From an optimization exercise on the open Yosys and OpenROAD flow, aimed at small area, a short achievable clock period and few clock cycles per item; shortcuts taken in it are not production practice.
Only simulation tests tie the RTL to the original design; equivalence was not proved.
Power figures rest on the tool's default switching activity, not on a simulated workload.

$ cat flow/constraint.sdc
create_clock -name core_clock -period 4.5 [get_ports {CLK}]
set_input_delay 0.9000 -clock core_clock [delete_from_list [all_inputs] [get_ports {CLK}]]
set_output_delay 0.9000 -clock core_clock [all_outputs]
set_load 0.01 [all_outputs]
$ cat flow/config.mk
export PLATFORM = sky130hd
export DESIGN_NAME = merge_sort_tree
export DESIGN_NICKNAME = merge_sort_tree
export VERILOG_FILES = /design/flow/design.v
export SDC_FILE = /design/flow/constraint.sdc
export NUM_CORES = 4
export LEC_CHECK = 0
export CAP_MARGIN = 20
export CORE_MARGIN = 2
export CORE_UTILIZATION = 55
export CTS_BUF_LIST = sky130_fd_sc_hd__clkbuf_8
export CTS_CLUSTER_DIAMETER = 60
export CTS_CLUSTER_SIZE = 16
export SETUP_SLACK_MARGIN = 2.05
export SLEW_MARGIN = 20
$ cat flow/design.v
package merge_sort_pkg;
  typedef struct packed {
    logic [32-1:0] key;
    logic [32-1:0] value;
  } record_t;
  typedef struct packed {
    logic [2-1:0] way;
    record_t                        rec;
  } in_beat_t;
endpackage
`timescale 1ns/1ps
module merge_sort_tree (
  input  logic                                   CLK,
  input  logic                                   RST,
  input  logic                                   i_in_valid,
  input  logic [2+32+32-1:0] i_in_beat,
  output wire [(1 << 2)-1:0]   o_way_full,
  input  logic                                   i_out_full,
  output logic [32+32-1:0] o_out_rec,
  output logic                                   o_out_valid
);
  localparam int KW    = 32;
  localparam int REC_W = 32 + 32;
  logic [REC_W-1:0] head [0:3];    
  logic [3:0]       hv;            
  logic [3:0]       sel;           
  logic             bef [0:3][0:3];  
  logic             full_prev;     
  wire [1:0]       in_way = i_in_beat[REC_W +: 2];
  wire [KW-1:0]    in_key = i_in_beat[REC_W-1 -: KW];
  wire [3:0]       we;
  wire             pop;
  logic [3:0]      in_bef;         
  logic            nb [0:3][0:3];  
  logic [3:0]      sel_nxt;
  function automatic logic key_before(input logic [KW-1:0] a,
                                      input logic [KW-1:0] b,
                                      input logic          tie);
    logic [31:0] g0, p0;
    logic [15:0] g1, p1;
    logic [7:0]  g2, p2;
    logic [3:0]  g3, p3;
    logic [1:0]  g4, p4;
    g0 = ~a & b;
    p0 = ~a | b;
    for (int i = 0; i < 16; i++) begin
      g1[i] = g0[2*i+1] | (p0[2*i+1] & g0[2*i]);
      p1[i] = p0[2*i+1] & p0[2*i];
    end
    for (int i = 0; i < 8; i++) begin
      g2[i] = g1[2*i+1] | (p1[2*i+1] & g1[2*i]);
      p2[i] = p1[2*i+1] & p1[2*i];
    end
    for (int i = 0; i < 4; i++) begin
      g3[i] = g2[2*i+1] | (p2[2*i+1] & g2[2*i]);
      p3[i] = p2[2*i+1] & p2[2*i];
    end
    for (int i = 0; i < 2; i++) begin
      g4[i] = g3[2*i+1] | (p3[2*i+1] & g3[2*i]);
      p4[i] = p3[2*i+1] & p3[2*i];
    end
    key_before = g4[1] | (p4[1] & (g4[0] | (p4[0] & tie)));
  endfunction
  assign pop = (&hv) & !full_prev;
  for (genvar w = 0; w < 4; w++) begin : g_we
    assign we[w] = i_in_valid && (in_way == w);
    assign o_way_full[w] = hv[w] && !(pop && sel[w]);
  end
  always_comb begin
    o_out_rec = '0;
    for (int w = 0; w < 4; w++) begin
      if (sel[w]) o_out_rec = o_out_rec | head[w];
    end
  end
  assign o_out_valid = pop;
  always_comb begin
    for (int j = 0; j < 4; j++) begin
      in_bef[j] = key_before(in_key, head[j][REC_W-1 -: KW], in_way > j);
    end
  end
  always_comb begin
    for (int i = 0; i < 4; i++) begin
      nb[i][i] = 1'b1;
      for (int j = i + 1; j < 4; j++) begin
        if (we[i])      nb[i][j] = in_bef[j];
        else if (we[j]) nb[i][j] = !in_bef[i];
        else            nb[i][j] = bef[i][j];
        nb[j][i] = !nb[i][j];
      end
    end
    for (int i = 0; i < 4; i++) begin
      sel_nxt[i] = 1'b1;
      for (int j = 0; j < 4; j++) begin
        if (j != i) sel_nxt[i] = sel_nxt[i] & nb[i][j];
      end
    end
  end
  always_ff @(posedge CLK) begin
    for (int w = 0; w < 4; w++) begin
      if (we[w]) head[w] <= i_in_beat[REC_W-1:0];
    end
    for (int i = 0; i < 4; i++) begin
      for (int j = i + 1; j < 4; j++) begin
        bef[i][j] <= nb[i][j];
      end
    end
    sel       <= sel_nxt;
    full_prev <= i_out_full;
  end
  always_ff @(posedge CLK) begin
    if (RST) begin
      hv <= '0;
    end else begin
      hv <= we | (hv & ~({4{pop}} & sel));
    end
  end
endmodule
$ cat flow/flow/run.sh
#!/bin/bash
# The standard layout with two changes to how it is made:
# - the port buffers are plain buf_1 cells instead of the default delay
#   buffer (every port still gets its buffer);
# - slow gates (wide and/or stacks and similar) are added to the platform's
#   don't-use list, so synthesis and repair pick faster cells;
# - clock tree synthesis runs with the settings of config.mk but without
#   dummy loads on the clock tree's leaf buffers.
# The platform's own don't-use cells stay on the list.
set -euo pipefail
PLATFORM_DONT_USE="sky130_fd_sc_hd__probe_p_8 sky130_fd_sc_hd__probec_p_8 sky130_fd_sc_hd__lpflow_bleeder_1 sky130_fd_sc_hd__lpflow_clkbufkapwr_1 sky130_fd_sc_hd__lpflow_clkbufkapwr_16 sky130_fd_sc_hd__lpflow_clkbufkapwr_2 sky130_fd_sc_hd__lpflow_clkbufkapwr_4 sky130_fd_sc_hd__lpflow_clkbufkapwr_8 sky130_fd_sc_hd__lpflow_clkinvkapwr_1 sky130_fd_sc_hd__lpflow_clkinvkapwr_16 sky130_fd_sc_hd__lpflow_clkinvkapwr_2 sky130_fd_sc_hd__lpflow_clkinvkapwr_4 sky130_fd_sc_hd__lpflow_clkinvkapwr_8 sky130_fd_sc_hd__lpflow_decapkapwr_12 sky130_fd_sc_hd__lpflow_decapkapwr_3 sky130_fd_sc_hd__lpflow_decapkapwr_4 sky130_fd_sc_hd__lpflow_decapkapwr_6 sky130_fd_sc_hd__lpflow_decapkapwr_8 sky130_fd_sc_hd__lpflow_inputiso0n_1 sky130_fd_sc_hd__lpflow_inputiso0p_1 sky130_fd_sc_hd__lpflow_inputiso1n_1 sky130_fd_sc_hd__lpflow_inputiso1p_1 sky130_fd_sc_hd__lpflow_inputisolatch_1 sky130_fd_sc_hd__lpflow_isobufsrc_1 sky130_fd_sc_hd__lpflow_isobufsrc_16 sky130_fd_sc_hd__lpflow_isobufsrc_2 sky130_fd_sc_hd__lpflow_isobufsrc_4 sky130_fd_sc_hd__lpflow_isobufsrc_8 sky130_fd_sc_hd__lpflow_isobufsrckapwr_16 sky130_fd_sc_hd__lpflow_lsbuf_lh_hl_isowell_tap_1 sky130_fd_sc_hd__lpflow_lsbuf_lh_hl_isowell_tap_2 sky130_fd_sc_hd__lpflow_lsbuf_lh_hl_isowell_tap_4 sky130_fd_sc_hd__lpflow_lsbuf_lh_isowell_4 sky130_fd_sc_hd__lpflow_lsbuf_lh_isowell_tap_1 sky130_fd_sc_hd__lpflow_lsbuf_lh_isowell_tap_2 sky130_fd_sc_hd__lpflow_lsbuf_lh_isowell_tap_4"
SLOW_GATES="sky130_fd_sc_hd__a2111o_1 sky130_fd_sc_hd__a2111o_2 sky130_fd_sc_hd__a2111o_4 sky130_fd_sc_hd__a2111oi_0 sky130_fd_sc_hd__a2111oi_1 sky130_fd_sc_hd__a2111oi_2 sky130_fd_sc_hd__a2111oi_4 sky130_fd_sc_hd__a222oi_1 sky130_fd_sc_hd__a2bb2o_1 sky130_fd_sc_hd__a2bb2o_2 sky130_fd_sc_hd__a2bb2o_4 sky130_fd_sc_hd__a2bb2oi_1 sky130_fd_sc_hd__a2bb2oi_2 sky130_fd_sc_hd__a2bb2oi_4 sky130_fd_sc_hd__a311o_1 sky130_fd_sc_hd__a311o_2 sky130_fd_sc_hd__a311o_4 sky130_fd_sc_hd__a311oi_1 sky130_fd_sc_hd__a311oi_2 sky130_fd_sc_hd__a311oi_4 sky130_fd_sc_hd__a32o_1 sky130_fd_sc_hd__a32o_2 sky130_fd_sc_hd__a32o_4 sky130_fd_sc_hd__a32oi_1 sky130_fd_sc_hd__a32oi_2 sky130_fd_sc_hd__a32oi_4 sky130_fd_sc_hd__a41o_1 sky130_fd_sc_hd__a41o_2 sky130_fd_sc_hd__a41o_4 sky130_fd_sc_hd__a41oi_1 sky130_fd_sc_hd__a41oi_2 sky130_fd_sc_hd__a41oi_4 sky130_fd_sc_hd__and4_1 sky130_fd_sc_hd__and4_2 sky130_fd_sc_hd__and4_4 sky130_fd_sc_hd__and4b_1 sky130_fd_sc_hd__and4b_2 sky130_fd_sc_hd__and4b_4 sky130_fd_sc_hd__and4bb_1 sky130_fd_sc_hd__and4bb_2 sky130_fd_sc_hd__and4bb_4 sky130_fd_sc_hd__nand4_1 sky130_fd_sc_hd__nand4_2 sky130_fd_sc_hd__nand4_4 sky130_fd_sc_hd__nand4b_1 sky130_fd_sc_hd__nand4b_2 sky130_fd_sc_hd__nand4b_4 sky130_fd_sc_hd__nand4bb_1 sky130_fd_sc_hd__nand4bb_2 sky130_fd_sc_hd__nand4bb_4 sky130_fd_sc_hd__nor4_1 sky130_fd_sc_hd__nor4_2 sky130_fd_sc_hd__nor4_4 sky130_fd_sc_hd__nor4b_1 sky130_fd_sc_hd__nor4b_2 sky130_fd_sc_hd__nor4b_4 sky130_fd_sc_hd__nor4bb_1 sky130_fd_sc_hd__nor4bb_2 sky130_fd_sc_hd__nor4bb_4 sky130_fd_sc_hd__o2111a_1 sky130_fd_sc_hd__o2111a_2 sky130_fd_sc_hd__o2111a_4 sky130_fd_sc_hd__o2111ai_1 sky130_fd_sc_hd__o2111ai_2 sky130_fd_sc_hd__o2111ai_4 sky130_fd_sc_hd__o2bb2a_1 sky130_fd_sc_hd__o2bb2a_2 sky130_fd_sc_hd__o2bb2a_4 sky130_fd_sc_hd__o2bb2ai_1 sky130_fd_sc_hd__o2bb2ai_2 sky130_fd_sc_hd__o2bb2ai_4 sky130_fd_sc_hd__o311a_1 sky130_fd_sc_hd__o311a_2 sky130_fd_sc_hd__o311a_4 sky130_fd_sc_hd__o311ai_0 sky130_fd_sc_hd__o311ai_1 sky130_fd_sc_hd__o311ai_2 sky130_fd_sc_hd__o311ai_4 sky130_fd_sc_hd__o32a_1 sky130_fd_sc_hd__o32a_2 sky130_fd_sc_hd__o32a_4 sky130_fd_sc_hd__o32ai_1 sky130_fd_sc_hd__o32ai_2 sky130_fd_sc_hd__o32ai_4 sky130_fd_sc_hd__o41a_1 sky130_fd_sc_hd__o41a_2 sky130_fd_sc_hd__o41a_4 sky130_fd_sc_hd__o41ai_1 sky130_fd_sc_hd__o41ai_2 sky130_fd_sc_hd__o41ai_4 sky130_fd_sc_hd__or4_1 sky130_fd_sc_hd__or4_2 sky130_fd_sc_hd__or4_4 sky130_fd_sc_hd__or4b_1 sky130_fd_sc_hd__or4b_2 sky130_fd_sc_hd__or4b_4 sky130_fd_sc_hd__or4bb_1 sky130_fd_sc_hd__or4bb_2 sky130_fd_sc_hd__or4bb_4  sky130_fd_sc_hd__a211o_1 sky130_fd_sc_hd__a211o_2 sky130_fd_sc_hd__a211o_4 sky130_fd_sc_hd__a211oi_1 sky130_fd_sc_hd__a211oi_2 sky130_fd_sc_hd__a211oi_4 sky130_fd_sc_hd__a21bo_1 sky130_fd_sc_hd__a21bo_2 sky130_fd_sc_hd__a21bo_4 sky130_fd_sc_hd__a21boi_0 sky130_fd_sc_hd__a21boi_1 sky130_fd_sc_hd__a21boi_2 sky130_fd_sc_hd__a21boi_4 sky130_fd_sc_hd__a221o_1 sky130_fd_sc_hd__a221o_2 sky130_fd_sc_hd__a221o_4 sky130_fd_sc_hd__a221oi_1 sky130_fd_sc_hd__a221oi_2 sky130_fd_sc_hd__a221oi_4 sky130_fd_sc_hd__and3_1 sky130_fd_sc_hd__and3_2 sky130_fd_sc_hd__and3_4 sky130_fd_sc_hd__and3b_1 sky130_fd_sc_hd__and3b_2 sky130_fd_sc_hd__and3b_4 sky130_fd_sc_hd__nor3_1 sky130_fd_sc_hd__nor3_2 sky130_fd_sc_hd__nor3_4 sky130_fd_sc_hd__nor3b_1 sky130_fd_sc_hd__nor3b_2 sky130_fd_sc_hd__nor3b_4 sky130_fd_sc_hd__o211a_1 sky130_fd_sc_hd__o211a_2 sky130_fd_sc_hd__o211a_4 sky130_fd_sc_hd__o211ai_1 sky130_fd_sc_hd__o211ai_2 sky130_fd_sc_hd__o211ai_4 sky130_fd_sc_hd__o21ba_1 sky130_fd_sc_hd__o21ba_2 sky130_fd_sc_hd__o21ba_4 sky130_fd_sc_hd__o21bai_1 sky130_fd_sc_hd__o21bai_2 sky130_fd_sc_hd__o21bai_4 sky130_fd_sc_hd__o221a_1 sky130_fd_sc_hd__o221a_2 sky130_fd_sc_hd__o221a_4 sky130_fd_sc_hd__o221ai_1 sky130_fd_sc_hd__o221ai_2 sky130_fd_sc_hd__o221ai_4 sky130_fd_sc_hd__o22a_1 sky130_fd_sc_hd__o22a_2 sky130_fd_sc_hd__o22a_4 sky130_fd_sc_hd__o22ai_1 sky130_fd_sc_hd__o22ai_2 sky130_fd_sc_hd__o22ai_4 sky130_fd_sc_hd__or3_1 sky130_fd_sc_hd__or3_2 sky130_fd_sc_hd__or3_4 sky130_fd_sc_hd__or3b_1 sky130_fd_sc_hd__or3b_2 sky130_fd_sc_hd__or3b_4 "
bash standard.sh "BUFFER_PORTS_ARGS=-buffer_cell sky130_fd_sc_hd__buf_1" \
  "DONT_USE_CELLS=$PLATFORM_DONT_USE $SLOW_GATES" \
  "CTS_ARGS=-sink_clustering_enable -repair_clock_nets -sink_clustering_size 16 -sink_clustering_max_diameter 60 -buf_list sky130_fd_sc_hd__clkbuf_8 -dont_use_dummy_load" finish > flow_make.log 2>&1
$ cat flow/standard.sh
#!/bin/bash
# synth_recipe.tcl (not shown) runs the flow's synth.tcl, then flattens the netlist and writes it again
# the make line also repeats each setting of config.mk as NAME=value (left out here)
make -C /OpenROAD-flow-scripts/flow DESIGN_CONFIG=/design/flow/config.mk WORK_HOME=/design/flow/orfs CLKGATE_MAP_FILE= SYNTH_SCRIPT=/design/flow/synth_recipe.tcl "${@:-finish}"
==> reports/qor.csv, run 1 <==
metric,value,unit
finalCriticalPeriod,2.53,ns
rsz0062_at_grt,true,
synth_seq_cells,271,
cap_violations,0,
cts_sinks,271,
rows,54,
total_power,5.35,mW
required,3.60,ns
placed_area,0.0129,mm²
synth_warnings,4,
intPower,3.84,mW
clk_path_buf_depth,3,
die-height,152,µm
portBuffers,138,
final_cells,1429,
critPathCaptureType,output port,
htree_levels,1,
synth_cell_type_count,38,
r2r_start,head[3][56],
cts_root_buf,clkbuf_8,
combPwrFrac,0.213,
grt_pass1_wl,44.7,mm
dp.final_hpwl,18.0,mm
drt-total-wl,30.3,mm
cts_buffers,24,
tns,0,ns
drv_slew,0,
critical_path_buf_inv_count,3,
syn_nets,1053,
critPathMaxFanout,8,
grt_max_degree,46,
place_ws,1.25,ns
drt-initial-drc-count,562,
drt_first_pass_iters,5,
clock_skew,0.0565,ns
synth_area,0.0120,mm²
setup_violations,0,
io_pins,139,
path_clk_slew,0.08,ns
synth_enable_flop_cells,256,
async_flop_share,0,
cts_tree,built,
drive_gt1_frac,0.175,
yosys-top-cells-count,"edfxtp_1 (256), a22oi_1 (149), nand2_1 (105)",
vias,8357,
ys_top_cells_by_area,"edfxtp_1 (64%), a22oi_1 (9.3%), nand2b_1 (3.9%)",
die-area,0.0230,mm²
setup_slack,1.97,ns
synth-seq-area-share,0.665,
area_growth,16.7,%
ctsHoldBuffers,0,
status,timing/DRC/antenna clean,
chipWidth,152,µm
rr_worst_depth,11,
switching_share,0.283,
p_clk_frac,0.228,
worstHoldStart,bef[11],
worstSetupPathType,flip-flop to output port,
cp_slowest_cell,dfxtp_4,
cp.arrival,1.63,ns
insertion_delay,0.57,ns
cp.depth,5,
hold_viol,0,
holdPathStages,2,
grt-ovfl-total,0,
detail_route.vias_per_cell,5.85,
yosys.area.top_type,edfxtp_1,
max-slew-margin-rel,0.489,
wire_per_inst,21.2,µm
synth_top_area_frac,0.640,
yosysMostFrequentCell,edfxtp_1,
grtUsageTotal,0.255,
fmax,395,MHz
powerDensity,382,mW/mm²
initial_utilization,0.555,
tightest_slew,0.764,ns
nets,1220,
reg2reg_to,sel[2],
placed_cells_incl_taps,1381,
drc,0,
ff2ff_setup_slack,2.10,ns
critPathLaunchType,flip-flop,
ant_nets,0,
core-area,0.0216,mm²
max_stage_delay,0.40,ns
synth_ff_type,edfxtp_1,
netSwitchingPower,1.51,mW
syn_area_per_cell,12.2,µm²
path_delay_family,buffers and inverters,
power_frac_seq,0.560,
holdCritPathClass,flip-flop to flip-flop,
p_leak,5.03,nW
period_share,0.562,
holdPathEnd,bef[11],
path_cells,buf_6 > buf_12 > a22oi_2 > nand2_1 > buf_2,
antenna_found_initial,0,
gp_congestion,0.858,
max-vdd-ir-drop,0.000324,V
fin_area,0.0140,mm²
syn_inst,983,
grt_pass1_vias,8019,
[worst max path at each step]
stage / startpoint / endpoint / slack, ns
CTS: sel[2] / o_out_rec[12] / 1.95
floorplan: i_in_beat[65] / sel[2] / 1.74
finish: sel[2] / o_out_rec[21] / 1.97
global placement: i_in_beat[62] / sel[2] / 1.28
global route: sel[2] / o_out_rec[21] / 1.92
detailed placement: i_in_beat[62] / sel[2] / 1.25
[what timing repair did]
item,4_1_cts,5_1_grt
setup buffers,11,3
cloned,3,6
pin swaps,1,18
setup endpoints to repair,76,72
resized for setup,63,85
[logic make-up after synthesis]
family	after synthesis	share of synthesized area
adder cells (fa/ha/maj)	25	0.0215
flip-flops	271	0.665
AO/OA/AOI/OAI	291	0.164
AND/OR/NAND/NOR	293	0.117
buffers and inverters	102	0.0324
multiplexers	1	0.000834
[worst min-delay path, stage by stage (launching register included)]
cell	delay, ns
dfxtp_1	0.32
a21oi_2	0.06
inv_1	0.04
[power by group through the flow]
stage,Clock [mW],Combinational [mW],Sequential (mW)
after floorplan,0,0.589,3.00
after global placement,0,0.882,3.09
after detailed placement,0,0.885,3.10
after CTS,1.25,1.05,2.99
after global routing,1.32,1.24,3.01
final,1.22,1.14,3.00
[area by class of cell]
type	count	area, µm²
multi-input combinational	610	3910
tap	280	350
fill	1743	7610
inverter	70	274
timing repair buffer	173	1150
antenna	1	2.50
clock buffer	24	330
sequential	271	8000
[routing by layer]
| layer | part of all wire | wire, µm | track usage |
|---|---|---|---|
| met3 | 0.060 | 1830 | 0.0455 |
| met2 | 0.48 | 14500 | 0.409 |
| met1 | 0.44 | 13500 | 0.365 |
| met5 | 0 | 0 | 0 |
| met4 | 0.019 | 568 | 0.0644 |
[stage by stage]
| step | utilization | hold slack (ns) |
|---|---|---|
| after detailed placement | 0.598 | 0.432 |
| final | 0.648 | 0.450 |
| after floorplan | - | 0.418 |
| after CTS | 0.631 | 0.449 |
| after global routing | 0.648 | 0.471 |
| after global placement | 0.598 | 0.438 |
[state kept, by name, summed over array words and instances, names as in the netlist]
signal,count
bef,6
full_prev,1
head,256
hv,4
sel,4
[placed cells by master, fill, tap and decap left out, types with 4 or more instances in the layout]
cell	synthesis	final
edfxtp_1	256	256
a22oi_1	149	120
nand2_1	105	102
buf_1	10	79
nand2b_1	74	74
inv_1	67	62
nor2_1	58	53
a21oi_1	54	47
o21ai_0	42	38
buf_2	2	30
a22oi_2	0	29
nand3_1	31	29
clkbuf_8	0	24
clkbuf_2	0	24
maj3_1	19	19
buf_4	1	16
o21a_1	11	11
nor2b_1	12	11
dfxtp_1	15	11
a21oi_2	3	9
nand3b_1	7	7
a22o_1	7	7
maj3_2	6	6
buf_6	0	6
buf_12	0	6
a31oi_1	7	5
inv_2	3	5
nor2_2	2	5
o21ai_1	3	5
clkbuf_16	0	5
a21o_1	4	4
buf_16	0	4
dfxtp_4	0	4
Testbench counts, summed over its fixed seeds: cycles 25,077, items 24,565.
==> inputs of run 2 (changes only) <==
--- a/flow/config.mk
+++ b/flow/config.mk
@@ -9,3 +9,3 @@
 export CORE_MARGIN = 2
-export CORE_UTILIZATION = 55
+export CORE_UTILIZATION = 62
 export CTS_BUF_LIST = sky130_fd_sc_hd__clkbuf_8
@@ -13,3 +13,3 @@
 export CTS_CLUSTER_SIZE = 16
-export SETUP_SLACK_MARGIN = 2.05
+export SETUP_SLACK_MARGIN = 1.9
 export SLEW_MARGIN = 20
==> run 2 against run 1 <==
Still clean on timing, DRC and antenna. Clock power fell by 4%. Wire length down 6.5%. Clock skew is 0.026 ns lower. Critical path type unchanged.
==> reports/qor.csv, run 2 <==
metric,value,unit,change
detail_route.vias_per_cell,6.01,,was 5.85
largest-register,head,,unchanged
synth_seq_cells,271,,unchanged
synth_cell_type_count,38,,unchanged
max-vdd-ir-drop,0.000314,V,was 0.000324 V
p_clk_frac,0.225,,was 0.228
setup_violations,0,,unchanged
synth_enable_flop_cells,256,,unchanged
grt-ovfl-total,0,,unchanged
final_cells,1400,,was 1429
max-slew-margin-rel,0.327,,was 0.489
async_flop_share,0,,unchanged
antenna_cells,0,,was 1
gp_congestion,0.904,,was 0.858
critPathCaptureType,output port,,unchanged
hold_viol,0,,unchanged
status,timing/DRC/antenna clean,,unchanged
critPathMaxFanout,15,,was 8
synth_warnings,4,,unchanged
path_clk_slew,0.09,ns,was 0.08 ns
ctsHoldBuffers,0,,unchanged
cp.arrival,1.64,ns,was 1.63 ns
tightest_slew,1.01,ns,was 0.764 ns
grt_max_degree,69,,was 46
die-height,143,µm,was 152 µm
antenna_found_initial,0,,unchanged
netSwitchingPower,1.45,mW,was 1.51 mW
critPathLaunchType,flip-flop,,unchanged
initial_utilization,0.638,,was 0.555
period_share,0.564,,was 0.562
cts_buffers,22,,was 24
drc,0,,unchanged
required,3.60,ns,about the same
powerDensity,383,mW/mm²,was 382 mW/mm²
grtUsageTotal,0.274,,was 0.255
io_pins,139,,unchanged
portBuffers,138,,unchanged
reg_top3,"head: 256 flops, bef: 6 flops",,unchanged
power_frac_seq,0.578,,was 0.560
rows,50,,was 54
clk_path_buf_depth,3,,unchanged
core-area,0.0188,mm²,was 0.0216 mm²
cts_tree,built,,unchanged
rsz0062_at_grt,true,,unchanged
dp.final_hpwl,17.7,mm,was 18.0 mm
tns,0,ns,unchanged
synth_top_area_frac,0.640,,unchanged
drt-total-wl,28.3,mm,was 30.3 mm
cts_sinks,271,,unchanged
p_leak,4.81,nW,was 5.03 nW
area_growth,12.4,%,was 16.7%
clock_skew,0.0307,ns,was 0.0565 ns
yosys-top-cells-count,"edfxtp_1 (256), a22oi_1 (149), nand2_1 (105)",,unchanged
finalCriticalPeriod,2.54,ns,was 2.53 ns
yosysMostFrequentCell,edfxtp_1,,unchanged
cts_root_buf,clkbuf_8,,unchanged
drt-initial-drc-count,688,,was 562
largest_register_ffs,256,,unchanged
drv_slew,0,,unchanged
nets,1212,,was 1220
grt_pass1_vias,8057,,was 8019
syn_area_per_cell,12.2,µm²,unchanged
syn_nets,1053,,unchanged
utilization,0.716,,was 0.648
yosys.area.top_type,edfxtp_1,,unchanged
wire_per_inst,20.2,µm,was 21.2 µm
synth-seq-area-share,0.665,,unchanged
drt_first_pass_iters,5,,unchanged
layout_commonest_cell,edfxtp_1,,unchanged
die-area,0.0205,mm²,was 0.0230 mm²
switching_share,0.281,,was 0.283
synth_area,0.0120,mm²,unchanged
holdCritPathClass,input pin to flip-flop,,was flip-flop to flip-flop
placed_cells_incl_taps,1363,,was 1381
insertion_delay,0.56,ns,was 0.57 ns
fmax,394,MHz,was 395 MHz
grt_pass1_wl,43.5,mm,was 44.7 mm
intPower,3.72,mW,was 3.84 mW
synth_ff_type,edfxtp_1,,unchanged
final_cell_mix,"edfxtp_1 (256), a22oi_1 (142), buf_1 (113)",,"was edfxtp_1 (256), a22oi_1 (120), nand2_1 (102)"
syn_inst,983,,unchanged
htree_levels,1,,unchanged
drive_gt1_frac,0.107,,was 0.175
combPwrFrac,0.197,,was 0.213
chipWidth,143,µm,was 152 µm
ys_top_cells_by_area,"edfxtp_1 (64%), a22oi_1 (9.3%), nand2b_1 (3.9%)",,unchanged
vias,8408,,was 8357
cap_violations,0,,unchanged
ant_nets,0,,unchanged
worstSetupPathType,flip-flop to output port,,unchanged
total_power,5.17,mW,was 5.35 mW
[run 2: cell counts after synthesis]
No cell type changed its count.
[run 2: critical path: stages (launching register included)]
cell and delay (ns):
dfxtp_4 0.40, buf_4 0.15, buf_12 0.15, a22oi_2 0.15, nand2_1 0.09, buf_2 0.15
[run 2: path summary, 6_finish.rpt]
check         startpoint       endpoint  slack, ns  cells after the start
min reg2reg      bef[11]        bef[11]       0.46                      2
max               sel[2]  o_out_rec[62]       1.96                      5
max reg2reg  head[2][37]         sel[2]       2.10                     10
min           i_out_full      full_prev       0.45                      1
[run 2: area by class of cell]
class	count	area, µm²
timing repair buffer	167	863
inverter	70	274
tap	260	325
multi-input combinational	610	3720
fill	1339	5340
clock buffer	22	303
sequential	271	8000
[run 2: cell families after synthesis]
group / count (synthesis) / share of synthesized area
buf+inv: 102 / 0.0324
compound gates: 291 / 0.164
mux: 1 / 0.000834
flops: 271 / 0.665
fa+ha+maj: 25 / 0.0215
simple gates: 293 / 0.117
[run 2: what timing repair did]
action / CTS / global route
gates cloned: 0 / 1
gates resized for setup: 11 / 43
pin swaps: 0 / 1
endpoints found under the setup margin: 67 / 56
buffers inserted: 11 / 3
[run 2: power groups by stage]
stage,Sequential (mW),Clock [mW],Combinational (mW)
floorplan,3.00,0,0.588
global placement,3.08,0,0.867
detailed placement,3.09,0,0.872
CTS,2.99,1.19,0.974
global route,3.00,1.26,1.12
finish,2.99,1.17,1.02
[run 2: metrics by stage]
| step | instance area (µm²) | worst slack, ns | hold slack [ns] |
|---|---|---|---|
| 2_1_floorplan | 12100 | 1.74 | 0.418 |
| 5_1_grt | 13500 | 1.83 | 0.434 |
| 3_3_place_gp | 12900 | 1.37 | 0.458 |
| 3_5_place_dp | 12900 | 1.33 | 0.442 |
| 4_1_cts | 13300 | 1.86 | 0.418 |
| 6_report | 13500 | 1.96 | 0.454 |
[run 2: routing by layer]
| metal | global-route usage | routed length [µm] |
|---|---|---|
| met5 | 0 | 0 |
| met4 | 0.0599 | 422 |
| met3 | 0.0490 | 2300 |
| met2 | 0.437 | 13300 |
| met1 | 0.401 | 12400 |
==> inputs of run 3 (changes only) <==
--- a/flow/config.mk
+++ b/flow/config.mk
@@ -9,3 +9,3 @@
 export CORE_MARGIN = 2
-export CORE_UTILIZATION = 62
+export CORE_UTILIZATION = 55
 export CTS_BUF_LIST = sky130_fd_sc_hd__clkbuf_8
==> run 3 against run 2 <==
Still clean on timing, DRC and antenna. Wire length up 2.4%. Sequential power about the same. Synthesized cell count unchanged. Global-route usage down 1.9 points. Clock-buffer cell count unchanged. Fmax down 0.36%. Register-to-register slack better by 0.05 ns. Largest power group unchanged. Highest routed layer is now met5.
==> reports/qor.csv, run 3 <==
metric,value,unit,change
p_clk_frac,0.227,,was 0.225
ctsHoldBuffers,0,,unchanged
reg2reg_to,sel[2],,unchanged
powerDensity,383,mW/mm²,about the same
grt_pass1_wl,44.7,mm,was 43.5 mm
insertion_delay,0.56,ns,about the same
drv_slew,0,,unchanged
yosys-top-cells-count,"edfxtp_1 (256), a22oi_1 (149), nand2_1 (105)",,unchanged
die-height,152,µm,was 143 µm
clock_skew,0.0473,ns,was 0.0307 ns
status,timing/DRC/antenna clean,,unchanged
power_frac_seq,0.579,,was 0.578
netSwitchingPower,1.46,mW,was 1.45 mW
syn_area_per_cell,12.2,µm²,unchanged
htree_levels,1,,unchanged
reg_top3,"head: 256 flops, bef: 6 flops",,unchanged
intPower,3.70,mW,was 3.72 mW
portBuffers,138,,unchanged
wire_per_inst,20.5,µm,was 20.2 µm
critPathMaxFanout,17,,was 15
yosys.area.top_type,edfxtp_1,,unchanged
synth_ff_type,edfxtp_1,,unchanged
synth_warnings,4,,unchanged
tns,0,ns,unchanged
switching_share,0.283,,was 0.281
drt-total-wl,29.0,mm,was 28.3 mm
critPathCaptureType,output port,,unchanged
rows,54,,was 50
tightest_slew,0.868,ns,was 1.01 ns
final_cell_mix,"edfxtp_1 (256), a22oi_1 (147), buf_1 (118)",,"was edfxtp_1 (256), a22oi_1 (142), buf_1 (113)"
io_pins,139,,unchanged
syn_inst,983,,unchanged
cts_tree,built,,unchanged
rsz0062_at_grt,true,,unchanged
detail_route.vias_per_cell,5.88,,was 6.01
period_share,0.566,,was 0.564
die-area,0.0230,mm²,was 0.0205 mm²
area_growth,12.3,%,was 12.4%
drt_first_pass_iters,5,,unchanged
total_power,5.16,mW,was 5.17 mW
synth_area,0.0120,mm²,unchanged
p_leak,4.76,nW,was 4.81 nW
path_clk_slew,0.10,ns,was 0.09 ns
largest_register_ffs,256,,unchanged
critPathLaunchType,flip-flop,,unchanged
drc,0,,unchanged
finalCriticalPeriod,2.55,ns,was 2.54 ns
rr_worst_depth,11,,was 10
combPwrFrac,0.194,,was 0.197
worstSetupPathType,flip-flop to output port,,unchanged
timing.hold.ws,0.437,ns,was 0.454 ns
async_flop_share,0,,unchanged
r2r_start,head[2][63],,was head[2][37]
dp.final_hpwl,18.3,mm,was 17.7 mm
synth_top_area_frac,0.640,,unchanged
cts_buffers,22,,unchanged
cts_sinks,271,,unchanged
gp_congestion,0.866,,was 0.904
ff2ff_setup_slack,2.15,ns,was 2.10 ns
antenna_cells,0,,unchanged
cp.arrival,1.65,ns,was 1.64 ns
drive_gt1_frac,0.0995,,was 0.107
ant_nets,0,,unchanged
synth_seq_cells,271,,unchanged
clk_path_buf_depth,3,,unchanged
drt-initial-drc-count,640,,was 688
core-area,0.0216,mm²,was 0.0188 mm²
cp-endpoint,o_out_rec[45],,was o_out_rec[62]
yosysMostFrequentCell,edfxtp_1,,unchanged
synth_cell_type_count,38,,unchanged
syn_nets,1053,,unchanged
grtUsageTotal,0.255,,was 0.274
grt_max_degree,54,,was 69
grt_pass1_vias,8046,,was 8057
nets,1208,,was 1212
antenna_found_initial,1,,was 0
required,3.60,ns,about the same
vias,8330,,was 8408
chipWidth,152,µm,was 143 µm
synth_enable_flop_cells,256,,unchanged
ys_top_cells_by_area,"edfxtp_1 (64%), a22oi_1 (9.3%), nand2b_1 (3.9%)",,unchanged
largest-register,head,,unchanged
holdCritPathClass,input pin to flip-flop,,unchanged
startpoint,sel[2],,unchanged
layout_commonest_cell,edfxtp_1,,unchanged
initial_utilization,0.555,,was 0.638
cts_root_buf,clkbuf_8,,unchanged
max-vdd-ir-drop,0.000312,V,was 0.000314 V
setup_violations,0,,unchanged
max-slew-margin-rel,0.420,,was 0.327
synth-seq-area-share,0.665,,unchanged
fill_cells,1738,,was 1339
hold_viol,0,,unchanged
fmax,393,MHz,was 394 MHz
grt-ovfl-total,0,,unchanged
cap_violations,0,,unchanged
==> run 3: changes by cell type in the layout (fill, tap and decap cells not counted), moves of 2 or more <==
cell | before | now
buf_4 | 15 | 12
nor2_2 | 2 | 4
a21oi_1 | 53 | 51
buf_1 | 113 | 118
buf_12 | 1 | 3
a22oi_2 | 7 | 2
clkbuf_2 | 24 | 19
a22oi_1 | 142 | 147
a21oi_2 | 4 | 6
nor2_1 | 57 | 55
==> run 3: metal layers <==
| metal | share of wire | global-route usage |
|---|---|---|
| met4 | 0.020 | 0.0657 |
| met5 | 0.00038 | 0 |
| met1 | 0.43 | 0.355 |
| met3 | 0.072 | 0.0470 |
| met2 | 0.48 | 0.418 |
==> run 3: area by class of cell <==
| cell class | count | area [µm²] | share of cell area |
|---|---|---|---|
| Sequential cell | 271 | 8000 | 0.594 |
| Clock buffer | 22 | 303 | 0.0225 |
| Multi-Input combinational cell | 610 | 3730 | 0.277 |
| Tap cell | 280 | 350 | 0.0260 |
| Timing Repair Buffer | 163 | 821 | 0.0609 |
| Inverter | 70 | 274 | 0.0203 |
==> run 3: worst min path at each step <==
stage,startpoint,to,slack (ns),depth (start not counted)
finish,i_out_full,full_prev,0.44,1
global route,i_out_full,full_prev,0.44,1
CTS,i_out_full,full_prev,0.42,1
detailed placement,bef[11],bef[11],0.45,2
global placement,bef[11],bef[11],0.45,2
floorplan,bef[11],bef[11],0.42,2
==> run 3: power groups by stage <==
stage | Sequential (mW) | Combinational, mW | Clock (mW)
after floorplan | 3.00 | 0.588 | 0
after global placement | 3.08 | 0.886 | 0
after detailed placement | 3.08 | 0.888 | 0
after CTS | 2.98 | 0.997 | 1.20
after global routing | 3.00 | 1.12 | 1.28
final | 2.99 | 1.00 | 1.17
==> run 3: logic make-up (layout without fill, tap and decap cells) <==
| family | after synthesis | count (layout) | share of synthesized area |
|---|---|---|---|
| AO/OA/AOI/OAI | 291 | 291 | 0.164 |
| AND/OR/NAND/NOR | 293 | 293 | 0.117 |
| flip-flops | 271 | 271 | 0.665 |
| buffers and inverters | 102 | 255 | 0.0324 |
| adder cells (fa/ha/maj) | 25 | 25 | 0.0215 |
| multiplexers | 1 | 1 | 0.000834 |
==> run 3: critical path, stage by stage, from the launching register on <==
cell,delay [ns]
dfxtp_4,0.41
buf_6,0.19
a22oi_1,0.26
nand2_1,0.09
buf_1,0.13
==> run 3: per-stage QoR <==
step                      utilization  area, µm²  instances  setup WS [ns]
after floorplan                     -      12100        983           1.74
after detailed placement        0.598      12900       1382           1.28
after CTS                       0.620      13400       1416           1.91
after global placement          0.598      12900       1382           1.32
after global routing            0.624      13500       1416           1.88
final                           0.624      13500       1416           1.95
==> run 3: timing repair <==
action / 4_1_cts / 5_1_grt
buffers inserted: 12 / 0
setup endpoints to repair: 67 / 16
pin swaps: 0 / 1
gates resized for setup: 17 / 33
==> inputs of run 4 (changes only) <==
--- a/flow/config.mk
+++ b/flow/config.mk
@@ -7,3 +7,3 @@
 export LEC_CHECK = 0
-export CAP_MARGIN = 20
+export CAP_MARGIN = 10
 export CORE_MARGIN = 2
@@ -14,2 +14,2 @@
 export SETUP_SLACK_MARGIN = 1.9
-export SLEW_MARGIN = 20
+export SLEW_MARGIN = 10
==> run 4 against run 3 <==
Cell area unchanged. Combinational power barely moved. Clock-buffer cell count stayed put. Largest power group unchanged. Critical endpoint unchanged. Sequential share of layout area did not move.
==> reports/qor.csv, run 4 <==
metric,value,unit,change
ctsHoldBuffers,0,,unchanged
ant_nets,0,,unchanged
drv_slew,0,,unchanged
drt-initial-drc-count,640,,unchanged
final_cell_mix,"edfxtp_1 (256), a22oi_1 (147), buf_1 (118)",,unchanged
vias,8330,,unchanged
fill_cells,1738,,unchanged
portBuffers,138,,unchanged
p_leak,4.76,nW,unchanged
reg2reg_to,sel[2],,unchanged
worstSetupPathType,flip-flop to output port,,unchanged
ys_top_cells_by_area,"edfxtp_1 (64%), a22oi_1 (9.3%), nand2b_1 (3.9%)",,unchanged
netSwitchingPower,1.46,mW,unchanged
rr_worst_depth,11,,unchanged
place_ws,1.28,ns,unchanged
critPathLaunchType,flip-flop,,unchanged
synth_warnings,4,,unchanged
holdPathStages,1,,unchanged
detail_route.vias_per_cell,5.88,,unchanged
nets,1208,,unchanged
htree_levels,1,,unchanged
grt_max_degree,54,,unchanged
cts_sinks,271,,unchanged
syn_inst,983,,unchanged
combPwrFrac,0.194,,about the same
insertion_delay,0.56,ns,about the same
drt_first_pass_iters,5,,unchanged
max-vdd-ir-drop,0.000312,V,unchanged
setup_slack,1.95,ns,unchanged
cts_tree,built,,unchanged
rows,54,,unchanged
chipWidth,152,µm,unchanged
antenna_cells,0,,unchanged
reg_top3,"head: 256 flops, bef: 6 flops",,unchanged
layout_commonest_cell,edfxtp_1,,unchanged
antenna_found_initial,1,,unchanged
die-area,0.0230,mm²,unchanged
tns,0,ns,unchanged
grt_pass1_vias,8046,,unchanged
finalCriticalPeriod,2.55,ns,unchanged
max-slew-margin-rel,0.420,,unchanged
critPathMaxFanout,17,,unchanged
drt-total-wl,29.0,mm,unchanged
drive_gt1_frac,0.0995,,unchanged
rsz0062_at_grt,true,,unchanged
largest_register_ffs,256,,unchanged
powerDensity,383,mW/mm²,unchanged
clk_path_buf_depth,3,,unchanged
dp.final_hpwl,18.3,mm,unchanged
initial_utilization,0.555,,unchanged
largest-register,head,,unchanged
area_growth,12.3,%,unchanged
critPathCaptureType,output port,,unchanged
p_clk_frac,0.227,,about the same
core-area,0.0216,mm²,unchanged
required,3.60,ns,about the same
drc,0,,unchanged
cts_root_buf,clkbuf_8,,unchanged
worstHoldStart,i_out_full,,unchanged
fmax,393,MHz,unchanged
yosys.area.top_type,edfxtp_1,,unchanged
syn_area_per_cell,12.2,µm²,unchanged
holdCritPathClass,input pin to flip-flop,,unchanged
holdPathEnd,full_prev,,unchanged
yosysMostFrequentCell,edfxtp_1,,unchanged
grt_pass1_wl,44.7,mm,unchanged
setup_violations,0,,unchanged
r2r_start,head[2][63],,unchanged
synth-seq-area-share,0.665,,unchanged
hold_viol,0,,unchanged
clock_skew,0.0473,ns,unchanged
tightest_slew,0.868,ns,unchanged
async_flop_share,0,,unchanged
wire_per_inst,20.5,µm,unchanged
grt-ovfl-total,0,,unchanged
io_pins,139,,unchanged
synth_cell_type_count,38,,unchanged
grtUsageTotal,0.255,,unchanged
gp_congestion,0.866,,unchanged
synth_enable_flop_cells,256,,unchanged
power_frac_seq,0.579,,about the same
die-height,152,µm,unchanged
cap_violations,0,,unchanged
cp.arrival,1.65,ns,about the same
ff2ff_setup_slack,2.15,ns,about the same
synth_ff_type,edfxtp_1,,unchanged
cts_buffers,22,,unchanged
switching_share,0.283,,unchanged
synth_area,0.0120,mm²,unchanged
status,timing/DRC/antenna clean,,unchanged
path_clk_slew,0.10,ns,about the same
period_share,0.566,,unchanged
synth_seq_cells,271,,unchanged
syn_nets,1053,,unchanged
yosys-top-cells-count,"edfxtp_1 (256), a22oi_1 (149), nand2_1 (105)",,unchanged
synth_top_area_frac,0.640,,unchanged
intPower,3.70,mW,unchanged
## run 4: worst max path at each step
stage / depth (start not counted) / start / end / slack (ns)
2_1_floorplan: 7 / i_in_beat[65] / sel[2] / 1.74
6_report: 4 / sel[2] / o_out_rec[45] / 1.95
3_5_place_dp: 12 / i_in_beat[62] / sel[2] / 1.28
5_1_grt: 4 / sel[2] / o_out_rec[33] / 1.88
4_1_cts: 12 / i_in_beat[65] / sel[0] / 1.91
3_3_place_gp: 12 / i_in_beat[33] / sel[2] / 1.32
## run 4: cell families (layout without fill, tap and decap cells)
logic type	count (synthesis)	after routing	synth area share
AO/OA/AOI/OAI	291	291	0.164
multiplexers	1	1	0.000834
AND/OR/NAND/NOR	293	293	0.117
buffers and inverters	102	255	0.0324
flip-flops	271	271	0.665
adder cells (fa/ha/maj)	25	25	0.0215
## run 4: per-stage QoR
stage / std cells / utilization / cell area (µm²) / hold WS (ns) / power [mW]
after floorplan: 983 / - / 12100 / 0.418 / 3.59
after global placement: 1382 / 0.598 / 12900 / 0.450 / 3.97
after detailed placement: 1382 / 0.598 / 12900 / 0.452 / 3.97
after CTS: 1416 / 0.620 / 13400 / 0.417 / 5.18
after global routing: 1416 / 0.624 / 13500 / 0.435 / 5.39
final: 1416 / 0.624 / 13500 / 0.437 / 5.16
## run 4: timing repair
item	in CTS	in global routing
buffers inserted	12	0
gates resized for setup	17	33
pin swaps	0	1
endpoints found under the setup margin	67	16
## run 4: power by group through the flow
stage	clock network (mW)	registers [mW]	logic, mW
floorplan	0	3.00	0.588
global placement	0	3.08	0.886
detailed placement	0	3.08	0.888
CTS	1.20	2.98	0.997
global route	1.28	3.00	1.12
finish	1.17	2.99	1.00
## run 4: metal layers
metal / up-vias / routed length [µm] / GRT usage
met5: - / 11 / 0
met2: 271 / 13800 / 0.418
met1: 4063 / 12500 / 0.355
met4: 2 / 583 / 0.0657
li1: 3954 / - / -
met3: 40 / 2100 / 0.0470
## run 4: final cells by class
type | instances | area [µm²] | area share
flip-flops and latches | 271 | 8000 | 0.594
multi-input cells | 610 | 3730 | 0.277
repair buffers | 163 | 821 | 0.0609
well taps | 280 | 350 | 0.0260
clock buffers | 22 | 303 | 0.0225
inverters | 70 | 274 | 0.0203
## run 4: worst max-delay path: stages (launching register included)
cell and delay (ns):
dfxtp_4 0.41, buf_6 0.19, a22oi_1 0.26, nand2_1 0.09, buf_1 0.13
==> inputs of run 5 (changes only) <==
--- a/flow/config.mk
+++ b/flow/config.mk
@@ -7,3 +7,3 @@
 export LEC_CHECK = 0
-export CAP_MARGIN = 10
+export CAP_MARGIN = 20
 export CORE_MARGIN = 2
@@ -13,3 +13,3 @@
 export CTS_CLUSTER_SIZE = 16
-export SETUP_SLACK_MARGIN = 1.9
-export SLEW_MARGIN = 10
+export SETUP_SLACK_MARGIN = 1.75
+export SLEW_MARGIN = 20
==> run 5 against run 4 <==
Largest cell class unchanged. Critical path type unchanged. Sequential share of layout area grew 0.24 points. Combinational power is essentially flat. Wire length shrank 2.3%.
==> reports/qor.csv, run 5 <==
metric,value,unit,change
status,timing/DRC/antenna clean,,unchanged
core-area,0.0216,mm²,unchanged
grt_pass1_wl,43.2,mm,was 44.7 mm
portBuffers,138,,unchanged
detail_route.vias_per_cell,5.79,,was 5.88
path_delay_family,flip-flops,,unchanged
path_cells,buf_8 > a22oi_1 > nand2_1 > buf_1,,was buf_6 > a22oi_1 > nand2_1 > buf_1
synth_warnings,4,,unchanged
die-area,0.0230,mm²,unchanged
area_growth,11.8,%,was 12.3%
drv_slew,0,,unchanged
io_pins,139,,unchanged
ff2ff_setup_slack,2.07,ns,was 2.15 ns
drive_gt1_frac,0.0843,,was 0.0995
fin_area,0.0134,mm²,was 0.0135 mm²
synth_ff_type,edfxtp_1,,unchanged
place_ws,1.20,ns,was 1.28 ns
cp_slowest_cell,dfxtp_4,,unchanged
cts_tree,built,,unchanged
cts_buffers,23,,was 22
clock_skew,0.0304,ns,was 0.0473 ns
cap_violations,0,,unchanged
initial_utilization,0.555,,unchanged
syn_area_per_cell,12.2,µm²,unchanged
largest-register,head,,unchanged
tightest_slew,1.15,ns,was 0.868 ns
setup_slack,1.88,ns,was 1.95 ns
drt-initial-drc-count,791,,was 640
insertion_delay,0.55,ns,was 0.56 ns
synth_enable_flop_cells,256,,unchanged
ys_top_cells_by_area,"edfxtp_1 (64%), a22oi_1 (9.3%), nand2b_1 (3.9%)",,unchanged
async_flop_share,0,,unchanged
cts_sinks,271,,unchanged
setup_violations,0,,unchanged
vias,8217,,was 8330
holdCritPathClass,input pin to flip-flop,,unchanged
combPwrFrac,0.189,,was 0.194
gp_congestion,0.873,,was 0.866
grtUsageTotal,0.245,,was 0.255
reg_top3,"head: 256 flops, bef: 6 flops",,unchanged
grt-ovfl-total,0,,unchanged
largest_register_ffs,256,,unchanged
yosysMostFrequentCell,edfxtp_1,,unchanged
grt_pass1_vias,7840,,was 8046
grt_max_degree,45,,was 54
dp.final_hpwl,18.1,mm,was 18.3 mm
cp.arrival,1.72,ns,was 1.65 ns
critPathCaptureType,output port,,unchanged
netSwitchingPower,1.42,mW,was 1.46 mW
powerDensity,382,mW/mm²,was 383 mW/mm²
layout_commonest_cell,edfxtp_1,,unchanged
drt_first_pass_iters,5,,unchanged
intPower,3.71,mW,was 3.70 mW
worstSetupPathType,flip-flop to output port,,unchanged
p_leak,4.74,nW,was 4.76 nW
total_power,5.13,mW,was 5.16 mW
p_clk_frac,0.228,,was 0.227
synth_seq_cells,271,,unchanged
antenna_found_initial,2,,was 1
antenna_cells,0,,unchanged
critical_path_buf_inv_count,2,,unchanged
drc,0,,unchanged
htree_levels,1,,unchanged
required,3.60,ns,about the same
max-slew-margin-rel,0.231,,was 0.420
ctsHoldBuffers,0,,unchanged
period_share,0.582,,was 0.566
synth_cell_type_count,38,,unchanged
power_frac_seq,0.583,,was 0.579
drt-total-wl,28.4,mm,was 29.0 mm
yosys-top-cells-count,"edfxtp_1 (256), a22oi_1 (149), nand2_1 (105)",,unchanged
critPathMaxFanout,24,,was 17
synth-seq-area-share,0.665,,unchanged
syn_inst,983,,unchanged
finalCriticalPeriod,2.62,ns,was 2.55 ns
fmax,382,MHz,was 393 MHz
synth_area,0.0120,mm²,unchanged
synth_top_area_frac,0.640,,unchanged
ant_nets,0,,unchanged
cts_root_buf,clkbuf_8,,unchanged
chipWidth,152,µm,unchanged
final_cell_mix,"edfxtp_1 (256), a22oi_1 (149), buf_1 (128)",,"was edfxtp_1 (256), a22oi_1 (147), buf_1 (118)"
syn_nets,1053,,unchanged
tns,0,ns,unchanged
placed_area,0.0129,mm²,about the same
yosys.area.top_type,edfxtp_1,,unchanged
max_stage_delay,0.53,ns,was 0.41 ns
max-vdd-ir-drop,0.000284,V,was 0.000312 V
rsz0062_at_grt,true,,unchanged
nets,1211,,was 1208
critPathLaunchType,flip-flop,,unchanged
switching_share,0.277,,was 0.283
path_clk_slew,0.09,ns,was 0.10 ns
wire_per_inst,20.0,µm,was 20.5 µm
die-height,152,µm,unchanged
clk_path_buf_depth,3,,unchanged
rows,54,,unchanged
hold_viol,0,,unchanged
[run 5: cell counts after synthesis]
Identical to the previous run, type by type.
[run 5: path summary, 6_finish.rpt]
path,from,endpoint,cells past startpoint
worst min register to register,bef[11],bef[11],2
worst min-delay path,i_out_full,full_prev,1
worst max register to register,head[2][37],sel[2],10
worst max-delay path,sel[1],o_out_rec[36],4
[run 5: kinds of logic (layout without fill, tap and decap cells)]
group | count (synthesis) | after routing | share of synthesized area
simple gates | 293 | 293 | 0.117
compound gates | 291 | 291 | 0.164
flops | 271 | 271 | 0.665
buf+inv | 102 | 258 | 0.0324
fa+ha+maj | 25 | 25 | 0.0215
mux | 1 | 1 | 0.000834
[run 5: power groups by stage]
stage	sequential, mW	combinational (mW)	clock [mW]
finish	2.99	0.971	1.17
global route	3.01	1.09	1.29
CTS	3.01	0.936	1.21
detailed placement	3.08	0.899	0
global placement	3.07	0.897	0
floorplan	3.00	0.587	0
[run 5: final cells by class]
cell class                      instances  area [µm²]
Sequential cell                       271        8000
Timing Repair inverter                  1        5.00
Inverter                               70         274
Timing Repair Buffer                  164         805
Clock buffer                           23         317
Tap cell                              280         350
Multi-Input combinational cell        610        3670
Fill cell                            1772        8190
[run 5: through the flow]
step	instances	hold WS (ns)	util
finish	1419	0.456	0.621
global route	1419	0.413	0.621
CTS	1409	0.417	0.616
detailed placement	1384	0.444	0.598
global placement	1384	0.441	0.598
floorplan	983	0.418	-
[run 5: routing by layer]
metal  wire length [µm]  GRT usage
met3               2320     0.0548
met1              12200      0.353
met2              13400      0.389
met4                389     0.0458
met5                 31          0
[run 5: what timing repair did]
item,CTS,global route
pin swaps,0,0
gates resized for setup,11,15
gates cloned,0,1
hold endpoints to repair,0,0
buffers inserted,2,9
setup endpoints to repair,65,59
==> inputs of run 6 (changes only) <==
==> flow/flow/run.sh (replaced) <==
#!/bin/bash
# The standard layout with two changes to how it is made:
# - the port buffers are plain buf_1 cells instead of the default delay
#   buffer (every port still gets its buffer);
# - slow gates (wide and/or stacks and similar) are added to the platform's
#   don't-use list, so synthesis and repair pick faster cells;
# - clock tree synthesis runs with the settings of config.mk but without
#   dummy loads on the clock tree's leaf buffers.
# The platform's own don't-use cells stay on the list.
set -euo pipefail
PLATFORM_DONT_USE="sky130_fd_sc_hd__probe_p_8 sky130_fd_sc_hd__probec_p_8 sky130_fd_sc_hd__lpflow_bleeder_1 sky130_fd_sc_hd__lpflow_clkbufkapwr_1 sky130_fd_sc_hd__lpflow_clkbufkapwr_16 sky130_fd_sc_hd__lpflow_clkbufkapwr_2 sky130_fd_sc_hd__lpflow_clkbufkapwr_4 sky130_fd_sc_hd__lpflow_clkbufkapwr_8 sky130_fd_sc_hd__lpflow_clkinvkapwr_1 sky130_fd_sc_hd__lpflow_clkinvkapwr_16 sky130_fd_sc_hd__lpflow_clkinvkapwr_2 sky130_fd_sc_hd__lpflow_clkinvkapwr_4 sky130_fd_sc_hd__lpflow_clkinvkapwr_8 sky130_fd_sc_hd__lpflow_decapkapwr_12 sky130_fd_sc_hd__lpflow_decapkapwr_3 sky130_fd_sc_hd__lpflow_decapkapwr_4 sky130_fd_sc_hd__lpflow_decapkapwr_6 sky130_fd_sc_hd__lpflow_decapkapwr_8 sky130_fd_sc_hd__lpflow_inputiso0n_1 sky130_fd_sc_hd__lpflow_inputiso0p_1 sky130_fd_sc_hd__lpflow_inputiso1n_1 sky130_fd_sc_hd__lpflow_inputiso1p_1 sky130_fd_sc_hd__lpflow_inputisolatch_1 sky130_fd_sc_hd__lpflow_isobufsrc_1 sky130_fd_sc_hd__lpflow_isobufsrc_16 sky130_fd_sc_hd__lpflow_isobufsrc_2 sky130_fd_sc_hd__lpflow_isobufsrc_4 sky130_fd_sc_hd__lpflow_isobufsrc_8 sky130_fd_sc_hd__lpflow_isobufsrckapwr_16 sky130_fd_sc_hd__lpflow_lsbuf_lh_hl_isowell_tap_1 sky130_fd_sc_hd__lpflow_lsbuf_lh_hl_isowell_tap_2 sky130_fd_sc_hd__lpflow_lsbuf_lh_hl_isowell_tap_4 sky130_fd_sc_hd__lpflow_lsbuf_lh_isowell_4 sky130_fd_sc_hd__lpflow_lsbuf_lh_isowell_tap_1 sky130_fd_sc_hd__lpflow_lsbuf_lh_isowell_tap_2 sky130_fd_sc_hd__lpflow_lsbuf_lh_isowell_tap_4"
SLOW_GATES="sky130_fd_sc_hd__a2111o_1 sky130_fd_sc_hd__a2111o_2 sky130_fd_sc_hd__a2111o_4 sky130_fd_sc_hd__a2111oi_0 sky130_fd_sc_hd__a2111oi_1 sky130_fd_sc_hd__a2111oi_2 sky130_fd_sc_hd__a2111oi_4 sky130_fd_sc_hd__a222oi_1 sky130_fd_sc_hd__a2bb2o_1 sky130_fd_sc_hd__a2bb2o_2 sky130_fd_sc_hd__a2bb2o_4 sky130_fd_sc_hd__a2bb2oi_1 sky130_fd_sc_hd__a2bb2oi_2 sky130_fd_sc_hd__a2bb2oi_4 sky130_fd_sc_hd__a311o_1 sky130_fd_sc_hd__a311o_2 sky130_fd_sc_hd__a311o_4 sky130_fd_sc_hd__a311oi_1 sky130_fd_sc_hd__a311oi_2 sky130_fd_sc_hd__a311oi_4 sky130_fd_sc_hd__a32o_1 sky130_fd_sc_hd__a32o_2 sky130_fd_sc_hd__a32o_4 sky130_fd_sc_hd__a32oi_1 sky130_fd_sc_hd__a32oi_2 sky130_fd_sc_hd__a32oi_4 sky130_fd_sc_hd__a41o_1 sky130_fd_sc_hd__a41o_2 sky130_fd_sc_hd__a41o_4 sky130_fd_sc_hd__a41oi_1 sky130_fd_sc_hd__a41oi_2 sky130_fd_sc_hd__a41oi_4 sky130_fd_sc_hd__and4_1 sky130_fd_sc_hd__and4_2 sky130_fd_sc_hd__and4_4 sky130_fd_sc_hd__and4b_1 sky130_fd_sc_hd__and4b_2 sky130_fd_sc_hd__and4b_4 sky130_fd_sc_hd__and4bb_1 sky130_fd_sc_hd__and4bb_2 sky130_fd_sc_hd__and4bb_4 sky130_fd_sc_hd__nand4_1 sky130_fd_sc_hd__nand4_2 sky130_fd_sc_hd__nand4_4 sky130_fd_sc_hd__nand4b_1 sky130_fd_sc_hd__nand4b_2 sky130_fd_sc_hd__nand4b_4 sky130_fd_sc_hd__nand4bb_1 sky130_fd_sc_hd__nand4bb_2 sky130_fd_sc_hd__nand4bb_4 sky130_fd_sc_hd__nor4_1 sky130_fd_sc_hd__nor4_2 sky130_fd_sc_hd__nor4_4 sky130_fd_sc_hd__nor4b_1 sky130_fd_sc_hd__nor4b_2 sky130_fd_sc_hd__nor4b_4 sky130_fd_sc_hd__nor4bb_1 sky130_fd_sc_hd__nor4bb_2 sky130_fd_sc_hd__nor4bb_4 sky130_fd_sc_hd__o2111a_1 sky130_fd_sc_hd__o2111a_2 sky130_fd_sc_hd__o2111a_4 sky130_fd_sc_hd__o2111ai_1 sky130_fd_sc_hd__o2111ai_2 sky130_fd_sc_hd__o2111ai_4 sky130_fd_sc_hd__o2bb2a_1 sky130_fd_sc_hd__o2bb2a_2 sky130_fd_sc_hd__o2bb2a_4 sky130_fd_sc_hd__o2bb2ai_1 sky130_fd_sc_hd__o2bb2ai_2 sky130_fd_sc_hd__o2bb2ai_4 sky130_fd_sc_hd__o311a_1 sky130_fd_sc_hd__o311a_2 sky130_fd_sc_hd__o311a_4 sky130_fd_sc_hd__o311ai_0 sky130_fd_sc_hd__o311ai_1 sky130_fd_sc_hd__o311ai_2 sky130_fd_sc_hd__o311ai_4 sky130_fd_sc_hd__o32a_1 sky130_fd_sc_hd__o32a_2 sky130_fd_sc_hd__o32a_4 sky130_fd_sc_hd__o32ai_1 sky130_fd_sc_hd__o32ai_2 sky130_fd_sc_hd__o32ai_4 sky130_fd_sc_hd__o41a_1 sky130_fd_sc_hd__o41a_2 sky130_fd_sc_hd__o41a_4 sky130_fd_sc_hd__o41ai_1 sky130_fd_sc_hd__o41ai_2 sky130_fd_sc_hd__o41ai_4 sky130_fd_sc_hd__or4_1 sky130_fd_sc_hd__or4_2 sky130_fd_sc_hd__or4_4 sky130_fd_sc_hd__or4b_1 sky130_fd_sc_hd__or4b_2 sky130_fd_sc_hd__or4b_4 sky130_fd_sc_hd__or4bb_1 sky130_fd_sc_hd__or4bb_2 sky130_fd_sc_hd__or4bb_4  sky130_fd_sc_hd__a211o_1 sky130_fd_sc_hd__a211o_2 sky130_fd_sc_hd__a211o_4 sky130_fd_sc_hd__a211oi_1 sky130_fd_sc_hd__a211oi_2 sky130_fd_sc_hd__a211oi_4 sky130_fd_sc_hd__a21bo_1 sky130_fd_sc_hd__a21bo_2 sky130_fd_sc_hd__a21bo_4 sky130_fd_sc_hd__a21boi_0 sky130_fd_sc_hd__a21boi_1 sky130_fd_sc_hd__a21boi_2 sky130_fd_sc_hd__a21boi_4 sky130_fd_sc_hd__a221o_1 sky130_fd_sc_hd__a221o_2 sky130_fd_sc_hd__a221o_4 sky130_fd_sc_hd__a221oi_1 sky130_fd_sc_hd__a221oi_2 sky130_fd_sc_hd__a221oi_4 sky130_fd_sc_hd__and3_1 sky130_fd_sc_hd__and3_2 sky130_fd_sc_hd__and3_4 sky130_fd_sc_hd__and3b_1 sky130_fd_sc_hd__and3b_2 sky130_fd_sc_hd__and3b_4 sky130_fd_sc_hd__nor3_1 sky130_fd_sc_hd__nor3_2 sky130_fd_sc_hd__nor3_4 sky130_fd_sc_hd__nor3b_1 sky130_fd_sc_hd__nor3b_2 sky130_fd_sc_hd__nor3b_4 sky130_fd_sc_hd__o211a_1 sky130_fd_sc_hd__o211a_2 sky130_fd_sc_hd__o211a_4 sky130_fd_sc_hd__o211ai_1 sky130_fd_sc_hd__o211ai_2 sky130_fd_sc_hd__o211ai_4 sky130_fd_sc_hd__o21ba_1 sky130_fd_sc_hd__o21ba_2 sky130_fd_sc_hd__o21ba_4 sky130_fd_sc_hd__o21bai_1 sky130_fd_sc_hd__o21bai_2 sky130_fd_sc_hd__o21bai_4 sky130_fd_sc_hd__o221a_1 sky130_fd_sc_hd__o221a_2 sky130_fd_sc_hd__o221a_4 sky130_fd_sc_hd__o221ai_1 sky130_fd_sc_hd__o221ai_2 sky130_fd_sc_hd__o221ai_4 sky130_fd_sc_hd__o22a_1 sky130_fd_sc_hd__o22a_2 sky130_fd_sc_hd__o22a_4 sky130_fd_sc_hd__o22ai_1 sky130_fd_sc_hd__o22ai_2 sky130_fd_sc_hd__o22ai_4 sky130_fd_sc_hd__or3_1 sky130_fd_sc_hd__or3_2 sky130_fd_sc_hd__or3_4 sky130_fd_sc_hd__or3b_1 sky130_fd_sc_hd__or3b_2 sky130_fd_sc_hd__or3b_4  sky130_fd_sc_hd__a31o_1 sky130_fd_sc_hd__a31o_2 sky130_fd_sc_hd__a31o_4 sky130_fd_sc_hd__a31oi_1 sky130_fd_sc_hd__a31oi_2 sky130_fd_sc_hd__a31oi_4 sky130_fd_sc_hd__a32o_1 sky130_fd_sc_hd__a32o_2 sky130_fd_sc_hd__a32o_4 sky130_fd_sc_hd__a32oi_1 sky130_fd_sc_hd__a32oi_2 sky130_fd_sc_hd__a32oi_4 sky130_fd_sc_hd__maj3_1 sky130_fd_sc_hd__maj3_2 sky130_fd_sc_hd__maj3_4 sky130_fd_sc_hd__o31a_1 sky130_fd_sc_hd__o31a_2 sky130_fd_sc_hd__o31a_4 sky130_fd_sc_hd__o31ai_1 sky130_fd_sc_hd__o31ai_2 sky130_fd_sc_hd__o31ai_4 sky130_fd_sc_hd__o32a_1 sky130_fd_sc_hd__o32a_2 sky130_fd_sc_hd__o32a_4 sky130_fd_sc_hd__o32ai_1 sky130_fd_sc_hd__o32ai_2 sky130_fd_sc_hd__o32ai_4"
bash standard.sh "BUFFER_PORTS_ARGS=-buffer_cell sky130_fd_sc_hd__buf_1" \
  "DONT_USE_CELLS=$PLATFORM_DONT_USE $SLOW_GATES" \
  "CTS_ARGS=-sink_clustering_enable -repair_clock_nets -sink_clustering_size 16 -sink_clustering_max_diameter 60 -buf_list sky130_fd_sc_hd__clkbuf_8 -dont_use_dummy_load" finish > flow_make.log 2>&1
--- a/flow/config.mk
+++ b/flow/config.mk
@@ -13,3 +13,3 @@
 export CTS_CLUSTER_SIZE = 16
-export SETUP_SLACK_MARGIN = 1.75
+export SETUP_SLACK_MARGIN = 1.9
 export SLEW_MARGIN = 20
==> run 6 against run 5 <==
Still clean on timing, DRC and antenna. Area after synthesis grew 1.5%. Final cell count increased by 4.4%. Worst setup slack improved by 0.087 ns. Die area is 1.4% higher. Clock power rose by 3%. Clock-buffer cell count is 1 higher. Non-clock buffer count rose by 3. Critical endpoint is now o_way_full[2]. Largest cell class unchanged. Highest routed layer is now met4.
==> reports/qor.csv, run 6 <==
metric,value,unit,change
drc,0,,unchanged
synth_ff_type,edfxtp_1,,unchanged
cts_buffers,24,,was 23
layout_commonest_cell,edfxtp_1,,unchanged
gr-usage-met3,0.0491,,was 0.0548
max-vdd-ir-drop,0.000288,V,was 0.000284 V
syn_inst,1043,,was 983
cap_violations,0,,unchanged
powerDensity,383,mW/mm²,was 382 mW/mm²
yosys-top-cells-count,"edfxtp_1 (256), a22oi_1 (151), nand2_1 (113)",,"was edfxtp_1 (256), a22oi_1 (149), nand2_1 (105)"
hold_viol,0,,unchanged
combPwrFrac,0.197,,was 0.189
initial_utilization,0.560,,was 0.555
busiest_layer,met2,,unchanged
p_leak,4.90,nW,was 4.74 nW
cts_root_buf,clkbuf_8,,unchanged
setup_violations,0,,unchanged
p_clk_frac,0.231,,was 0.228
worstSetupPathType,flip-flop to output port,,unchanged
largest_register_ffs,256,,unchanged
holdCritPathClass,input pin to flip-flop,,unchanged
fmax,395,MHz,was 382 MHz
critPathMaxFanout,20,,was 24
antenna_found_initial,0,,was 2
yosys.area.top_type,edfxtp_1,,unchanged
drt-initial-drc-count,576,,was 791
detail_route.vias_per_cell,5.88,,was 5.79
clock_skew,0.0609,ns,was 0.0304 ns
insertion_delay,0.56,ns,was 0.55 ns
grt_pass1_vias,8364,,was 7840
synth_warnings,4,,unchanged
use_met2,0.405,,was 0.389
die-area,0.0234,mm²,was 0.0230 mm²
reg_top3,"head: 256 flops, bef: 6 flops",,unchanged
synth_cell_type_count,34,,was 38
io_pins,139,,unchanged
syn_area_per_cell,11.7,µm²,was 12.2 µm²
core-area,0.0218,mm²,was 0.0216 mm²
die-height,153,µm,was 152 µm
fill_cells,1816,,was 1772
path_clk_slew,0.09,ns,about the same
wire_per_inst,20.6,µm,was 20.0 µm
dp.final_hpwl,19.3,mm,was 18.1 mm
drt-total-wl,30.6,mm,was 28.4 mm
vias,8712,,was 8217
final_cell_mix,"edfxtp_1 (256), a22oi_1 (151), buf_1 (129)",,"was edfxtp_1 (256), a22oi_1 (149), buf_1 (128)"
drv_slew,0,,unchanged
tns,0,ns,unchanged
synth-seq-area-share,0.656,,was 0.665
synth_top_area_frac,0.631,,was 0.640
switching_share,0.282,,was 0.277
gp_congestion,0.849,,was 0.873
drt_first_pass_iters,5,,unchanged
grtUsageTotal,0.257,,was 0.245
chipWidth,153,µm,was 152 µm
power_frac_seq,0.572,,was 0.583
period_share,0.563,,was 0.582
tightest_slew,0.675,ns,was 1.15 ns
cts_tree,built,,unchanged
rows,54,,unchanged
htree_levels,1,,unchanged
area_growth,12.3,%,was 11.8%
grt-ovfl-total,0,,unchanged
grt_max_degree,37,,was 45
intPower,3.76,mW,was 3.71 mW
status,timing/DRC/antenna clean,,unchanged
synth_area,0.0122,mm²,was 0.0120 mm²
setup_slack,1.97,ns,was 1.88 ns
async_flop_share,0,,unchanged
synth_enable_flop_cells,256,,unchanged
cp.arrival,1.63,ns,was 1.72 ns
run 6: cell types whose count changed in the layout (fill, tap and decap cells not counted), moves of 9 or more:
cell,change
a21oi_1,+16
maj3_1,-19
nand2b_1,+12
nand3_1,+15
nor2_1,+14
o21ai_1,+9
run 6: repair_timing:
action / 4_1_cts / 5_1_grt
hold buffers: 0 / 0
gates resized for setup: 8 / 17
endpoints found under the setup margin: 68 / 32
setup buffers: 9 / 2
gates cloned: 0 / 1
run 6: worst max-delay path: stages (launching register included):
cell,delay (ns)
dfxtp_4,0.42
buf_16,0.19
a21oi_1,0.25
buf_1,0.20
run 6: metal layers:
metal  vias to the layer above  wire length, µm  share of wire
li1                       4164                -              -
met1                      4200            13400           0.44
met2                       309            14200           0.46
met3                        39             2450          0.080
met4                         0              509          0.017
met5                         -                0              0
run 6: layout make-up:
class / instances / area (µm²) / area share
sequential: 271 / 8000 / 0.585
multi-input combinational: 676 / 3870 / 0.283
timing repair buffer: 167 / 883 / 0.0646
tap: 280 / 350 / 0.0256
clock buffer: 24 / 330 / 0.0241
inverter: 63 / 243 / 0.0177
antenna: 1 / 2.50 / 0.000183
run 6: worst paths after layout:
kind / startpoint / end / slack [ns] / cells past startpoint
worst max-delay path: sel[2] / o_way_full[2] / 1.97 / 3
worst min-delay path: i_out_full / full_prev / 0.43 / 1
worst max register to register: head[1][53] / sel[3] / 2.26 / 11
worst min register to register: bef[11] / bef[11] / 0.50 / 2
run 6: power groups by stage:
stage                     Combinational [mW]  Sequential, mW  Clock (mW)
final                                   1.03            3.00        1.21
after global routing                    1.14            3.01        1.34
after CTS                               1.01            3.00        1.25
after detailed placement               0.890            3.10           0
after global placement                 0.884            3.10           0
after floorplan                        0.598            3.00           0
run 6: kinds of logic (layout without fill, tap and decap cells):
kind of cell | after synthesis | after routing | synth area share
AOI/OAI and AO/OA | 316 | 316 | 0.170
buffers and inverters | 96 | 254 | 0.0303
DFF | 271 | 271 | 0.656
muxes | 1 | 1 | 0.000822
other | 0 | 1 | 0
and+or+nand+nor | 359 | 359 | 0.143
run 6: through the flow:
stage	area, µm²	cells	hold slack [ns]	util
final	13700	1482	0.432	0.629
after global routing	13700	1481	0.417	0.629
after CTS	13600	1478	0.408	0.625
after detailed placement	13100	1445	0.478	0.602
after global placement	13100	1445	0.478	0.602
after floorplan	12200	1043	0.439	-

Setup slack of run 6, layout unchanged: 1.966 ns with ideal ports, 1.923 ns with driving cells assumed (clock clkbuf_16, inputs buf_2), 1.461 ns with port delays also shifted by the 0.579 ns mid clock arrival.
